Source: an optimization exercise on an open RTL-to-GDS flow (aim: a short achievable clock period and few clock cycles per item). Production flows keep margins and buffers that such runs may drop. Where RTL was checked, it was by simulation tests only, not by an equivalence proof against the original. The RTL of run 1 was laid out without a check of its function. Power and IR drop assume default switching activity.

## flow/design.v (module list and top-level ports; edited modules follow where they fit)
// module fp_mul_pipe: 2002 lines
module fp_mul_pipe
#(
  parameter int EXP_W = 8,
  parameter int MAN_W = 23,
  localparam int W = 1 + EXP_W + MAN_W
) (
  input  logic         clk,
  input  logic         reset,
  input  logic         in_valid,
  output logic         in_ready,
  input  logic         rnd_mode,
  input  logic [W-1:0] a,
  input  logic [W-1:0] b,
  output logic         out_valid,
  input  logic         out_ready,
  output logic [W-1:0] c,
  output logic         ovf,
  output logic         unf,
  output logic         inv
);
  // ...
==> flow/run.sh <==
#!/bin/bash
# synth_recipe.tcl (not shown) runs the flow's synth.tcl, then flattens the netlist and writes it again
# the make line also repeats each setting of config.mk as NAME=value (left out here)
make -C /OpenROAD-flow-scripts/flow DESIGN_CONFIG=/design/flow/config.mk WORK_HOME=/design/flow/orfs CLKGATE_MAP_FILE= SYNTH_SCRIPT=/design/flow/synth_recipe.tcl finish
==> flow/config.mk <==
export PLATFORM = sky130hd
export DESIGN_NAME = fp_mul_pipe
export DESIGN_NICKNAME = fp_mul_pipe
export VERILOG_FILES = /design/flow/design.v
export SDC_FILE = /design/flow/constraint.sdc
export NUM_CORES = 4
export LEC_CHECK = 0
export CAP_MARGIN = 20
export CORE_MARGIN = 2
export CORE_UTILIZATION = 40
export MIN_ROUTING_LAYER = met2
export SETUP_SLACK_MARGIN = 4
export SLEW_MARGIN = 20
==> flow/constraint.sdc <==
create_clock -name core_clock -period 8.5 [get_ports {clk}]
set_input_delay 1.7000 -clock core_clock [delete_from_list [all_inputs] [get_ports {clk}]]
set_output_delay 1.7000 -clock core_clock [all_outputs]
set_load 0.01 [all_outputs]
==> key figures, run 1 <==
Clocking
  • Post-CTS setup buffer count: 245
  • Total CTS buffers: 17
  • H-Tree Depth: 4
  • Clock sink count: 127
  • Root Driver: clkbuf_16
  • Post-CTS Hold Buffers: 0

Synthesis
  • YS warnings: 1
  • Asr flop ratio synth: 0%
  • Yosys top cell area share: 19.6%
  • Post-synth top area cell: fa_1
  • Sequential-to-total area share from yosys stat: 14.5%
  • Synth Area in Compound Gates: 28.1%
  • Main combinational cell family by area after synthesis: adder cells
  • Most common cell in the synthesized netlist: o21ai_0
  • Yosys cell types: 76
  • Yosys reg bits: 127
  • Synth Area in Simple Gates: 14.6%

Run status
  • Status: stopped before the end
  • Last stage: global routing
  • Stop err: [ERROR GRT-0116] Global routing finished with congestion. Check the congestion regions in the DRC Viewer.

Global route
  • Gr busiest metal: met3
  • Gr ovfl total: 430
  • Met1 usage: 0%
  • Largest net degree at the start of global routing: 60
  • Vias in the first global route: 44100

Placement
  • Placed Instances: 4172
  • RD Place Congestion: 1.09
  • I/O Buffers: 105

Floorplanning
  • I/O pin cnt: 106
  • Die Y: 260 um
  • Initial Util: 40.2%
==> run 2, diff against run 1 <==
--- a/flow/design.v
+++ b/flow/design.v
@@ -1867,17 +1867,17 @@
   logic r_s, r_inv, r_ones0, r_ones1, r_zer0, r_zer1;
   logic r_ovf0, r_ovf1, r_unf0, r_unf1, r_tie0, r_tie1;
   logic [7:0] r_ef0, r_ef1;
   always_ff @(posedge clk) begin
     if (reset) out_valid_q <= 1'b0;
     else if (en) out_valid_q <= in_valid;
   end
   always_ff @(posedge clk) begin
-    if (en) begin
+    begin
       r_t0_0 <= bn0;
       r_t0_1 <= pp0[0];
       r_t1_0 <= pp0[1];
       r_t2_0 <= pp1[0];
       r_t2_1 <= ts501;
       r_t3_0 <= tc502;
       r_t3_1 <= ts503;
       r_t4_0 <= tc504;
@@ -1987,25 +1987,42 @@
       r_ef1   <= ef1_d;
     end
   end
   logic [47:0] q0, q1;
   assign q0 = {r_t47_0, r_t46_0, r_t45_0, r_t44_0, r_t43_0, r_t42_0, r_t41_0, r_t40_0, r_t39_0, r_t38_0, r_t37_0, r_t36_0, r_t35_0, r_t34_0, r_t33_0, r_t32_0, r_t31_0, r_t30_0, r_t29_0, r_t28_0, r_t27_0, r_t26_0, r_t25_0, r_t24_0, r_t23_0, r_t22_0, r_t21_0, r_t20_0, r_t19_0, r_t18_0, r_t17_0, r_t16_0, r_t15_0, r_t14_0, r_t13_0, r_t12_0, r_t11_0, r_t10_0, r_t9_0, r_t8_0, r_t7_0, r_t6_0, r_t5_0, r_t4_0, r_t3_0, r_t2_0, r_t1_0, r_t0_0} + {r_t47_1, r_t46_1, r_t45_1, r_t44_1, r_t43_1, r_t42_1, r_t41_1, r_t40_1, r_t39_1, r_t38_1, r_t37_1, r_t36_1, r_t35_1, r_t34_1, r_t33_1, r_t32_1, r_t31_1, r_t30_1, r_t29_1, r_t28_1, r_t27_1, r_t26_1, r_t25_1, r_t24_1, r_t23_1, 1'b0, r_t21_1, r_t20_1, r_t19_1, r_t18_1, r_t17_1, r_t16_1, r_t15_1, r_t14_1, r_t13_1, r_t12_1, r_t11_1, r_t10_1, r_t9_1, r_t8_1, r_t7_1, r_t6_1, r_t5_1, r_t4_1, r_t3_1, r_t2_1, 1'b0, r_t0_1};
   assign q1 = {r_t47_0, r_t46_0, r_t45_0, r_t44_0, r_t43_0, r_t42_0, r_t41_0, r_t40_0, r_t39_0, r_t38_0, r_t37_0, r_t36_0, r_t35_0, r_t34_0, r_t33_0, r_t32_0, r_t31_0, r_t30_0, r_t29_0, r_t28_0, r_t27_0, r_t26_0, r_t25_0, r_t24_2, r_t23_2, r_t22_1, r_t21_0, r_t20_0, r_t19_0, r_t18_0, r_t17_0, r_t16_0, r_t15_0, r_t14_0, r_t13_0, r_t12_0, r_t11_0, r_t10_0, r_t9_0, r_t8_0, r_t7_0, r_t6_0, r_t5_0, r_t4_0, r_t3_0, r_t2_0, r_t1_0, r_t0_0} + {r_t47_1, r_t46_1, r_t45_1, r_t44_1, r_t43_1, r_t42_1, r_t41_1, r_t40_1, r_t39_1, r_t38_1, r_t37_1, r_t36_1, r_t35_1, r_t34_1, r_t33_1, r_t32_1, r_t31_1, r_t30_1, r_t29_1, r_t28_1, r_t27_1, r_t26_1, r_t25_1, r_t24_1, 1'b0, r_t22_2, r_t21_1, r_t20_1, r_t19_1, r_t18_1, r_t17_1, r_t16_1, r_t15_1, r_t14_1, r_t13_1, r_t12_1, r_t11_1, r_t10_1, r_t9_1, r_t8_1, r_t7_1, r_t6_1, r_t5_1, r_t4_1, r_t3_1, r_t2_1, 1'b0, r_t0_1};
   logic        sel;
   logic [22:0] fr0, fr1, frac;
+  logic [31:0] c_n;
+  logic        ovf_n, unf_n, inv_n;
   always_comb begin
     sel = q0[47];
     fr0 = {q0[45:24], q0[23] & ~r_tie0};
     fr1 = {q1[46:25], q1[24] & ~r_tie1};
     if (sel) begin
-      c   = r_ones1 ? 32'hFFFFFFFF : r_zer1 ? {r_s, 31'd0} : {r_s, r_ef1, fr1};
-      ovf = r_ovf1;
-      unf = r_unf1;
+      c_n   = r_ones1 ? 32'hFFFFFFFF : r_zer1 ? {r_s, 31'd0} : {r_s, r_ef1, fr1};
+      ovf_n = r_ovf1;
+      unf_n = r_unf1;
     end else begin
-      c   = r_ones0 ? 32'hFFFFFFFF : r_zer0 ? {r_s, 31'd0} : {r_s, r_ef0, fr0};
-      ovf = r_ovf0;
-      unf = r_unf0;
+      c_n   = r_ones0 ? 32'hFFFFFFFF : r_zer0 ? {r_s, 31'd0} : {r_s, r_ef0, fr0};
+      ovf_n = r_ovf0;
+      unf_n = r_unf0;
     end
-    inv = r_inv;
+    inv_n = r_inv;
   end
+  logic        hold_q;
+  logic [31:0] c_h;
+  logic        ovf_h, unf_h, inv_h;
+  always_ff @(posedge clk) begin
+    if (reset) hold_q <= 1'b0;
+    else       hold_q <= out_valid_q & !out_ready;
+    c_h   <= c;
+    ovf_h <= ovf;
+    unf_h <= unf;
+    inv_h <= inv;
+  end
+  assign c   = hold_q ? c_h   : c_n;
+  assign ovf = hold_q ? ovf_h : ovf_n;
+  assign unf = hold_q ? unf_h : unf_n;
+  assign inv = hold_q ? inv_h : inv_n;
   assign out_valid = out_valid_q;
 endmodule
==> flow/config.mk (replaced) <==
export PLATFORM = sky130hd
export DESIGN_NAME = fp_mul_pipe
export DESIGN_NICKNAME = fp_mul_pipe
export VERILOG_FILES = /design/flow/design.v
export SDC_FILE = /design/flow/constraint.sdc
export NUM_CORES = 4
export LEC_CHECK = 0
export CAP_MARGIN = 20
export CORE_MARGIN = 2
export CORE_UTILIZATION = 40
export PLACE_DENSITY = 0.5
export SETUP_SLACK_MARGIN = 4
export SLEW_MARGIN = 20
==> key figures, run 2 <==
Clocking
  • Clock slew at reported path FFs: 80 ps
  • Root Driver: clkbuf_16
  • Total CTS buffers: 17 (unchanged)
  • Worst skew pair latency: 500 ps
  • Post-CTS Hold Buffers: 0 (unchanged)
  • H-Tree Depth: 4 (unchanged)
  • CTS tree: built
  • Clock sink count: 163 (+28%)
  • Clock Path Buffers: 2

Power
  • VDD IR max: 0.205 mV
  • P_leak: 14.9 nW
  • Power density over cell area: 307 mW/mm^2

Critical path
  • Crit path kind: reg2out
  • Critical path's largest stage delay: 340 ps
  • Worst Path Arrival: 3640 ps
  • Crit. End Element: primary output
  • Most frequent CP cell: buf_6
  • CP Cell Sequence: ha_4, and4_4, nand3_4, or2_4, a211oi_4, nor3_4, buf_6, buf_6, o21a_4, nor4_4, buf_4, buf_8, buf_6, a21oi_2, a22o_1, buf_2
  • Crit path max fanout: 4
  • CP max stage cell: dfxtp_2
  • Startpoint types: flip-flop
  • WP data required: 6800 ps

Floorplanning
  • I/O pin cnt: 106 (unchanged)
  • Row count: 93
  • Die Area: 0.0666 mm^2
  • Core Region: 0.0641 mm^2
  • Die Y: 258 um (-0.93%)
  • Die W: 258 um
  • Initial Util: 40.3% (about the same)

Placement
  • I/O Buffers: 105 (unchanged)
  • RD Place Congestion: 0.912 (-16%)
  • DPL Wire Length: 73400 um
  • Placed Instances: 4193 (+0.50%)

Drt
  • DRT antenna net count: 0
  • DRC: 0
  • Via count: 29800
  • Via/cell ratio: 6.44
  • 1st-iter DRT viols: 3945
  • Routed WL per cell: 29.1 um
  • Drt first pass iters: 12
  • Final Routed Wirelength: 134000 um

Global route
  • Gr busiest metal: met2
  • M2 GR Usage: 56.9%
  • Met1 usage: 47.2%
  • First-pass GRT wire length: 188000 um
  • Total track usage: 38.1%
  • Vias in the first global route: 28100
  • Gr ovfl total: 0
  • Largest net degree at the start of global routing: 61
  • Initial antenna violation count: 3
  • Met3 Usage GRT: 13.1%

Layout
  • Max reg flops: 32
  • Fill count: 5626
  • Commonest non-fill, non-tap cell in the layout: nand2_1
  • Final net count: 4213
  • Non-Filler Instances: 4623
  • P&R area growth vs syn: 42.3%
  • Top reg by flops: c_h
  • Top Registers: c_h (32), r_ef0 (8), r_ef1 (8)
  • Most frequent cells in the layout: nand2_1 (308), nor2_1 (276), a21oi_1 (267)
  • Layout cell share with drive strength beyond 1: 32.2%

Synthesis
  • Sequential-to-total area share from yosys stat: 12.6% (-1.8 points)
  • Synthesized area per cell: 7.29 um^2
  • Yosys reg bits: 163 (+28%)
  • Yosys cell types: 79 (+3.9%)
  • Leading post-synthesis cells by cell area: fa_1 (20%), dfxtp_1 (13%), o21ai_0 (7.9%)
  • Asr flop ratio synth: 0% (unchanged)
  • Syn Nets: 4002
  • Post-synth EDFFs: 0
  • YS warnings: 1 (unchanged)
  • Primary FF master, synth: dfxtp_1
  • Cells after synthesis: 3542
  • Synthesized area: 0.0258 mm^2
  • Top cells by count, synth: o21ai_0 (408), nand2_1 (332), inv_1 (330)
  • Yosys top cell area share: 20.0% (+0.37 points)
  • Post-synth top area cell: fa_1
  • Most common cell in the synthesized netlist: o21ai_0

STA
  • Final setup vio count: 0
  • Period utilization: 62.8%
  • Fin. max-slew vios: 0
  • Unrepaired setup endpoints after global routing: yes
  • Max Freq: 187 MHz
  • Min Tclk post-route: 5340 ps
  • Relative slew slack: 34.0%
  • Total negative slack: 0 ps
  • Max Clock Skew: 21.6 ps
  • Slew @ Worst Pin: 989 ps
  • Fin. Hold Viols: 0

Hold path
  • Hold WC Path Type: reg2reg

Run status
  • Status: complete, no violations

Flow run
  • Max-cap violations: 0
## run 2: timing repair
action	in CTS	in global routing
setup endpoints to repair	114	95
pin swaps	203	208
buffers inserted	234	68
gates cloned	84	10
resized for setup	1004	333
## run 2: worst paths after layout
check                  startpoint               to  slack [ps]  cells after the start
setup / recovery  r_t16_1$_DFF_P_             c[0]        3160                     16
hold / removal    c_h[31]$_DFF_P_  c_h[31]$_DFF_P_         460                      1
setup reg to reg  r_t16_1$_DFF_P_  c_h[17]$_DFF_P_        4900                     19
hold reg to reg   c_h[31]$_DFF_P_  c_h[31]$_DFF_P_         460                      1
## run 2: power breakdown
group          leakage (nW)  internal (W)  switching, W
Clock                 0.306      0.000431      0.000396
Sequential             1.37       0.00121      0.000169
Combinational          13.2       0.00404       0.00505
Total                  14.9       0.00568       0.00561
## run 2: final cells by class
type / count / area [um^2] / area share (%)
clock inverter: 14 / 186 / 0.507
timing repair buffer: 544 / 7460 / 20.3
sequential: 163 / 3280 / 8.91
antenna: 2 / 5.00 / 0.0136
clock buffer: 18 / 439 / 1.19
tap: 855 / 1070 / 2.91
inverter: 341 / 1510 / 4.10
timing repair inverter: 1 / 7.51 / 0.0204
multi-input combinational: 2685 / 22800 / 62.1
## run 2: cells by family (layout without fill, tap and decap cells)
| group | Yosys count | in the layout | synth area share (%) |
|---|---|---|---|
| AO/OA/AOI/OAI | 1210 | 1210 | 28.5 |
| AND/OR/NAND/NOR | 866 | 881 | 14.5 |
| buffers and inverters | 709 | 918 | 10.4 |
| adder cells (fa/ha/maj) | 484 | 484 | 30.1 |
| flip-flops | 163 | 163 | 12.6 |
| XOR/XNOR | 101 | 101 | 3.43 |
| multiplexers | 9 | 9 | 0.378 |
| other | 0 | 2 | 0 |
## run 2: metrics by stage
step / hold slack (ps) / power [W] / setup WS, ps / utilization [%] / instance area, um^2
detailed placement: 447 / 0.00805 / 1880 / 42.3 / 27100
finish: 457 / 0.0113 / 3160 / 57.3 / 36800
CTS: 465 / 0.0104 / 3150 / 54.3 / 34800
global placement: 439 / 0.00795 / 1920 / 42.3 / 27100
global route: 482 / 0.0122 / 3050 / 57.3 / 36800
floorplan: 475 / 0.00574 / 3220 / - / 27200
## run 2: critical path: cells and delay by family, from the launching register on
family / cells / cell delay, ps
buf+inv: 6 / 830
simple gates: 5 / 950
compound gates: 4 / 720
flops: 1 / 340
fa+ha+maj: 1 / 290
## run 2: per-layer routing
metal / up-vias / share of wire, %
li1: 12700 / -
met1: 14300 / 37
met2: 2149 / 42
met3: 678 / 13
met4: 4 / 7.5
met5: - / 0.10
Testbench counts of run 2, summed over its fixed seeds: cycles 8,008, items 8,000.

## afterwards: timing with drivers on the ports
The flow's constraints put no driver on any port. The routed layout listed below was extracted and timed again, unchanged, in two steps.
Step 1 assumes that a clkbuf_16 drives the clock port and a buf_2 every other input.
Step 2, shift: input delay + t, output delay - t, t = (earliest + latest rising clock arrival at the registers) / 2. This alone moves slack from input paths to output paths.
Three values: ideal ports, drivers, drivers and shift; two values: the first two.
run: run 2
t, ns: 0.543
slack for setup (ns): 3.161 / 3.076 / 2.533
worst hold slack (ns): 0.457 / 0.457 / 0.457
worst setup path after step 2: input to register
After both steps run 2 still meets setup and hold. For run 2, drivers alone change the setup slack by -0.085 ns; drivers and shift together by -0.628 ns.
